This is an optimization exercise on Yosys and OpenROAD, whose aim is small area and a short achievable clock period, not a production implementation.
Where RTL was checked, it was by simulation tests only, not by an equivalence proof against the original.
No activity file was given, so power comes from the tool's default toggle rates.

==> module cmp_inv, before the edit <==
module cmp_inv (
    input  logic x,
    output logic x_n
);
    assign x_n = ~x;
endmodule
==> module cmp_leaf, before the edit <==
module cmp_leaf #(
    parameter int W = 1
) (
    input  logic [W-1:0] a,
    input  logic [W-1:0] b,
    output logic         gt_n,
    output logic         ge_n
);
    if (W == 1) begin : g_bit
        logic b_n;
        cmp_inv i_inv (
            .x   (b[0]),
            .x_n (b_n)
        );
        assign gt_n = ~(a[0] & b_n);
        assign ge_n = ~(a[0] | b_n);
    end else begin : g_slice
        assign gt_n = ~(a > b);
        assign ge_n = ~(a >= b);
    end
endmodule
Settings: LEC_CHECK=0, CAP_MARGIN=20, CORE_AREA=4 4 316 316, DIE_AREA=0 0 320 320, SETUP_SLACK_MARGIN=1.2, SLEW_MARGIN=20, SYNTH_HIERARCHICAL=1; clock period 2.8 ns.
standard.sh (not shown) runs the stock make flow with config.mk's settings and CLKGATE_MAP_FILE= SYNTH_SCRIPT=/design/flow/synth_recipe.tcl, a recipe that flattens the netlist after the stock synthesis.
==> flow/flow/run.sh <==
#!/bin/bash
# Standard layout, with these changes: the port buffers are the smallest buffer, except that
# the output ports get a stronger buffer and stronger registers after global placement, the
# combinational cells start at their smallest size before floorplanning, and the operand
# pins are placed in runs of positions along the die edge.
set -uo pipefail
HERE=$(pwd)
export BUFFER_PORTS_ARGS="-buffer_cell sky130_fd_sc_hd__buf_1"
export POST_GLOBAL_PLACE_TCL="$HERE/flow/outbuf.tcl"
export PRE_FLOORPLAN_TCL="$HERE/flow/downsize.tcl"
export PRE_IO_PLACEMENT_TCL="$HERE/flow/io.tcl"
bash standard.sh > "$HERE/standard.log" 2>&1
Other scripts of this flow, unchanged in this note and not shown: flow/flow/downsize.tcl, flow/flow/io.tcl, flow/flow/outbuf.tcl
Next try:
--- a/flow/design.v
+++ b/flow/design.v
@@ -1,7 +1,7 @@
 package cmp_pkg;
     localparam int OPERAND_WIDTH = 512;
-    localparam int GROUP_WIDTH = 32;
+    localparam int GROUP_WIDTH = 16;
     localparam int NUM_GROUPS = OPERAND_WIDTH / GROUP_WIDTH;
     localparam int NUM_GROUPS2 = 4;
     localparam int LEAF_WIDTH = 1;
     localparam int PIPE_LATENCY = 4;
@@ -43,34 +43,18 @@
         );
     end
 endmodule
 `timescale 1ns/1ps
-module cmp_inv (
-    input  logic x,
-    output logic x_n
-);
-    assign x_n = ~x;
-endmodule
 module cmp_leaf #(
     parameter int W = 1
 ) (
     input  logic [W-1:0] a,
     input  logic [W-1:0] b,
     output logic         gt_n,
     output logic         ge_n
 );
-    if (W == 1) begin : g_bit
-        logic b_n;
-        cmp_inv i_inv (
-            .x   (b[0]),
-            .x_n (b_n)
-        );
-        assign gt_n = ~(a[0] & b_n);
-        assign ge_n = ~(a[0] | b_n);
-    end else begin : g_slice
-        assign gt_n = ~(a > b);
-        assign ge_n = ~(a >= b);
-    end
+    assign gt_n = ~(a > b);
+    assign ge_n = ~(a >= b);
 endmodule
 module cmp_node #(
     parameter bit INV_IN = 1'b0
 ) (
Outcome:
- routed wire length came out higher by 4.0%
- worst hold slack is worse by 41 ps
- register-to-register slack got worse by 80 ps
- synthesized cell count is lower by 18%
- sequential share of layout area grows by 2.9 points
- non-clock buffer count rises by 2
No functional check of the RTL was part of the second run of this note.


Another version of the RTL of comparator_512bit (not shown whole).
Size: roughly 2600 cells after synthesis, ~1000 I/O pins.
==> module cmp_node, before the edit <==
module cmp_node #(
    parameter bit INV_IN = 1'b0
) (
    input  logic gt_h,
    input  logic ge_h,
    input  logic gt_l,
    input  logic ge_l,
    output logic gt_o,
    output logic ge_o
);
    if (INV_IN) begin : g_inv
        assign gt_o = ~(gt_h & (ge_h | gt_l));
        assign ge_o = ~(gt_h & (ge_h | ge_l));
    end else begin : g_true
        assign gt_o = ~(gt_h | (ge_h & gt_l));
        assign ge_o = ~(gt_h | (ge_h & ge_l));
    end
endmodule
clock: 2.8 ns
lec_check: 0
cap_margin: 20
core_area: 4 4 316 316
die_area: 0 0 320 320
setup_slack_margin: 1.2
slew_margin: 20
synth_hierarchical: 1
Scripts as last shown in full above: flow/flow/run.sh
Other scripts of this flow, unchanged in this note and not shown: flow/flow/downsize.tcl, flow/flow/io.tcl, flow/flow/outbuf.tcl
The starting point finished with timing, DRC and antenna clean.
Next try:
--- a/flow/design.v
+++ b/flow/design.v
@@ -3,5 +3,5 @@
     localparam int GROUP_WIDTH = 32;
     localparam int NUM_GROUPS = OPERAND_WIDTH / GROUP_WIDTH;
-    localparam int NUM_GROUPS2 = 2;
+    localparam int NUM_GROUPS2 = 4;
     localparam int LEAF_WIDTH = 1;
     localparam int PIPE_LATENCY = 4;
@@ -86,6 +86,6 @@
         assign ge_o = ~(gt_h & (ge_h | ge_l));
     end else begin : g_true
-        assign gt_o = ~(gt_h | (ge_h & gt_l));
-        assign ge_o = ~(gt_h | (ge_h & ge_l));
+        assign gt_o = ~(ge_h & (gt_h | gt_l));
+        assign ge_o = ~(ge_h & (gt_h | ge_l));
     end
 endmodule
What happened: The new run ran to the end with no violations; setup slack improves by 0.18 ns; clock-buffer cell count is unchanged; hold slack improved by 0.012 ns; design area is about the same; flip-flop and latch count increases by 4; clock skew barely changes; maximum frequency came out higher by about 13%; utilization hardly moves; combinational power rose by about 14%; total power increases by about 15%.
Function not checked in the first run of this note: the RTL went through the layout flow alone.


Another version of the RTL of comparator_512bit (not shown whole).
Size: roughly 1000 I/O pins.
==> module gp_tree, before the edit <==
module gp_tree #(
    parameter int N      = 2,
    parameter bit INV_IN = 1'b0
) (
    input  logic [N-1:0] gt_in,
    input  logic [N-1:0] ge_in,
    output logic         gt_out,
    output logic         ge_out
);
    if (N == 2) begin : g_pair
        cmp_node #(.INV_IN(INV_IN)) i_node (
            .gt_h (gt_in[1]),
            .ge_h (ge_in[1]),
            .gt_l (gt_in[0]),
            .ge_l (ge_in[0]),
            .gt_o (gt_out),
            .ge_o (ge_out)
        );
    end else begin : g_split
        localparam int H = N / 2;
        localparam bit INV_MID = INV_IN ^ ($clog2(H) % 2 == 1);
        logic gt_hi, ge_hi, gt_lo, ge_lo;
        gp_tree #(.N(H), .INV_IN(INV_IN)) i_hi (
            .gt_in  (gt_in[N-1:H]),
            .ge_in  (ge_in[N-1:H]),
            .gt_out (gt_hi),
            .ge_out (ge_hi)
        );
        gp_tree #(.N(H), .INV_IN(INV_IN)) i_lo (
            .gt_in  (gt_in[H-1:0]),
            .ge_in  (ge_in[H-1:0]),
            .gt_out (gt_lo),
            .ge_out (ge_lo)
        );
        cmp_node #(.INV_IN(INV_MID)) i_node (
            .gt_h (gt_hi),
            .ge_h (ge_hi),
            .gt_l (gt_lo),
            .ge_l (ge_lo),
            .gt_o (gt_out),
            .ge_o (ge_out)
        );
    end
endmodule
==> module comparator_512bit, before the edit <==
module comparator_512bit (
    input  logic                   clk,
    input  logic                   reset,
    input  logic                   in_valid,
    input  cmp_pkg::operand_pair_t operands,
    output logic                   result_valid,
    output cmp_pkg::cmp_result_u   result
);
    localparam int NG = cmp_pkg::NUM_GROUPS;
    localparam bit INV1 = ($clog2(cmp_pkg::GROUP_WIDTH / cmp_pkg::LEAF_WIDTH) % 2 == 0);
    localparam bit INV2 = INV1 ^ ($clog2(NG) % 2 == 1);
    logic          v1, v2, v3;
    logic [NG-1:0] gt1_c, ge1_c;
    logic [NG-1:0] gt1, ge1;
    logic          gt2_c, ge2_c;
    logic          gt2, ge2;
    logic          gt3, ge3;
    cmp_pkg::cmp_result_u code_c;
    operand_capture i_operand_capture (
        .operands (operands),
        .gt_c     (gt1_c),
        .ge_c     (ge1_c)
    );
    always_ff @(posedge clk) begin
        if (reset) v1 <= 1'b0;
        else       v1 <= in_valid;
        gt1 <= gt1_c;
        ge1 <= ge1_c;
    end
    gp_tree #(.N(NG), .INV_IN(INV1)) i_stage2 (
        .gt_in  (gt1),
        .ge_in  (ge1),
        .gt_out (gt2_c),
        .ge_out (ge2_c)
    );
    always_ff @(posedge clk) begin
        if (reset) v2 <= 1'b0;
        else       v2 <= v1;
        gt2 <= gt2_c ^ INV2;
        ge2 <= ge2_c ^ INV2;
    end
    always_ff @(posedge clk) begin
        if (reset) v3 <= 1'b0;
        else       v3 <= v2;
        gt3 <= gt2;
        ge3 <= ge2;
    end
    result_encode i_result_encode (
        .gt   (gt3),
        .ge   (ge3),
        .code (code_c)
    );
    always_ff @(posedge clk) begin
        if (reset) begin
            result_valid <= 1'b0;
            result.code  <= 3'b000;
        end else begin
            result_valid <= v3;
            if (v3) begin
                result <= code_c;
            end
        end
    end
endmodule
Settings: LEC_CHECK=0, CAP_MARGIN=20, CORE_AREA=4 4 296 296, DIE_AREA=0 0 300 300, SETUP_SLACK_MARGIN=1.2, SLEW_MARGIN=20, SYNTH_HIERARCHICAL=1; clock period 2.8 ns.
==> flow/flow/run.sh <==
#!/bin/bash
# Standard layout, with two changes: the port buffers are the smallest buffer, and the
# combinational cells start at their smallest size before floorplanning.
set -uo pipefail
HERE=$(pwd)
export BUFFER_PORTS_ARGS="-buffer_cell sky130_fd_sc_hd__buf_1"
export PRE_FLOORPLAN_TCL="$HERE/flow/downsize.tcl"
bash standard.sh > "$HERE/standard.log" 2>&1
==> flow/flow/downsize.tcl <==
# Set every combinational cell from synthesis to its smallest drive strength;
# the resizer steps of the flow size up again only where timing, slew or load need it.
set db [ord::get_db]
set n 0
foreach inst [[ord::get_db_block] getInsts] {
  set name [[$inst getMaster] getName]
  if {![regexp {^(sky130_fd_sc_hd__([a-z0-9]+))_([0-9]+)$} $name -> base fn size]} { continue }
  if {[regexp {^(df|dl|sdf|edf|sed|tap|fill|decap|conb|diode)} $fn]} { continue }
  if {$size <= 1} { continue }
  set small [$db findMaster ${base}_1]
  if {$small eq "NULL" || $small eq ""} { continue }
  $inst swapMaster $small
  incr n
}
puts "downsize: $n cells set to drive strength 1"
Edit:
--- a/flow/design.v
+++ b/flow/design.v
@@ -4,6 +4,14 @@
     localparam int NUM_GROUPS = OPERAND_WIDTH / GROUP_WIDTH;
     localparam int LEAF_WIDTH = 1;
     localparam int PIPE_LATENCY = 4;
+    function automatic bit odd_log2(input int n);
+        bit r;
+        r = 1'b0;
+        for (int k = n; k > 1; k = k / 2) begin
+            r = ~r;
+        end
+        odd_log2 = r;
+    endfunction
     typedef struct packed {
         logic [OPERAND_WIDTH-1:0] a;
         logic [OPERAND_WIDTH-1:0] b;
@@ -84,7 +92,7 @@
         );
     end else begin : g_split
         localparam int H = N / 2;
-        localparam bit INV_MID = INV_IN ^ ($clog2(H) % 2 == 1);
+        localparam bit INV_MID = INV_IN ^ cmp_pkg::odd_log2(H);
         logic gt_hi, ge_hi, gt_lo, ge_lo;
         gp_tree #(.N(H), .INV_IN(INV_IN)) i_hi (
             .gt_in  (gt_in[N-1:H]),
@@ -157,8 +165,8 @@
     output cmp_pkg::cmp_result_u   result
 );
     localparam int NG = cmp_pkg::NUM_GROUPS;
-    localparam bit INV1 = ($clog2(cmp_pkg::GROUP_WIDTH / cmp_pkg::LEAF_WIDTH) % 2 == 0);
-    localparam bit INV2 = INV1 ^ ($clog2(NG) % 2 == 1);
+    localparam bit INV1 = ~cmp_pkg::odd_log2(cmp_pkg::GROUP_WIDTH / cmp_pkg::LEAF_WIDTH);
+    localparam bit INV2 = INV1 ^ cmp_pkg::odd_log2(NG);
     logic          v1, v2, v3;
     logic [NG-1:0] gt1_c, ge1_c;
     logic [NG-1:0] gt1, ge1;
Outcome:
- The new run finished with timing, DRC and antenna clean
- core utilization stays the same
- die area is unchanged
- total power is unchanged
- fmax stays the same
- setup slack is unchanged
- via count does not change
- combinational power stays flat
For the first run of this note, only the layout was checked, not whether the RTL still works.

==> re-timing with driven ports <==
The flow's constraints put no driver on any port. The routed layouts listed below were extracted and timed again, unchanged, in two steps.
Step 1 (the two cells are an assumption about what drives the block):
set clk [get_ports {clk}]
set_driving_cell -lib_cell sky130_fd_sc_hd__clkbuf_16 $clk
set_driving_cell -lib_cell sky130_fd_sc_hd__buf_2 [delete_from_list [all_inputs] $clk]
Step 2 also shifts input and output timing later by t, the mid clock arrival at the registers, as if the neighbouring blocks saw the same clock.
a / b / c = no drivers / after step 1 / after step 2; a / b = the first two.
| run | t (ns) | setup WS [ns] | slew at the worst register clock pin (ns) | worst data-port slew with drivers (ns) | cell pins on the clock port's net |
|---|---|---|---|---|---|
| the first run of note 1 | 0.377 | 1.423 / 1.375 / 1.122 | 0.09 / 0.09 | 0.05 | 1 |
| the second run of note 1 | 0.424 | 1.358 / 1.310 / 1.276 | 0.08 / 0.08 | 0.06 | 1 |
| the first run of note 2 | 0.376 | 1.245 / 1.265 / 0.889 | 0.09 / 0.09 | 0.06 | 1 |
| the second run of note 2 | 0.382 | 1.424 / 1.372 / 1.169 | 0.09 / 0.09 | 0.06 | 1 |
| the first run of note 3 | 0.370 | 1.200 / 1.228 / 0.858 | 0.08 / 0.08 | 0.39 | 1 |
| the second run of note 3 | 0.370 | 1.200 / 1.228 / 0.858 | 0.08 / 0.08 | 0.39 | 1 |
After both steps every run listed still meets setup and hold. The setup slack of the first run of note 2, which loses most, moves by +0.020 ns with the drivers and by -0.356 ns with both steps.
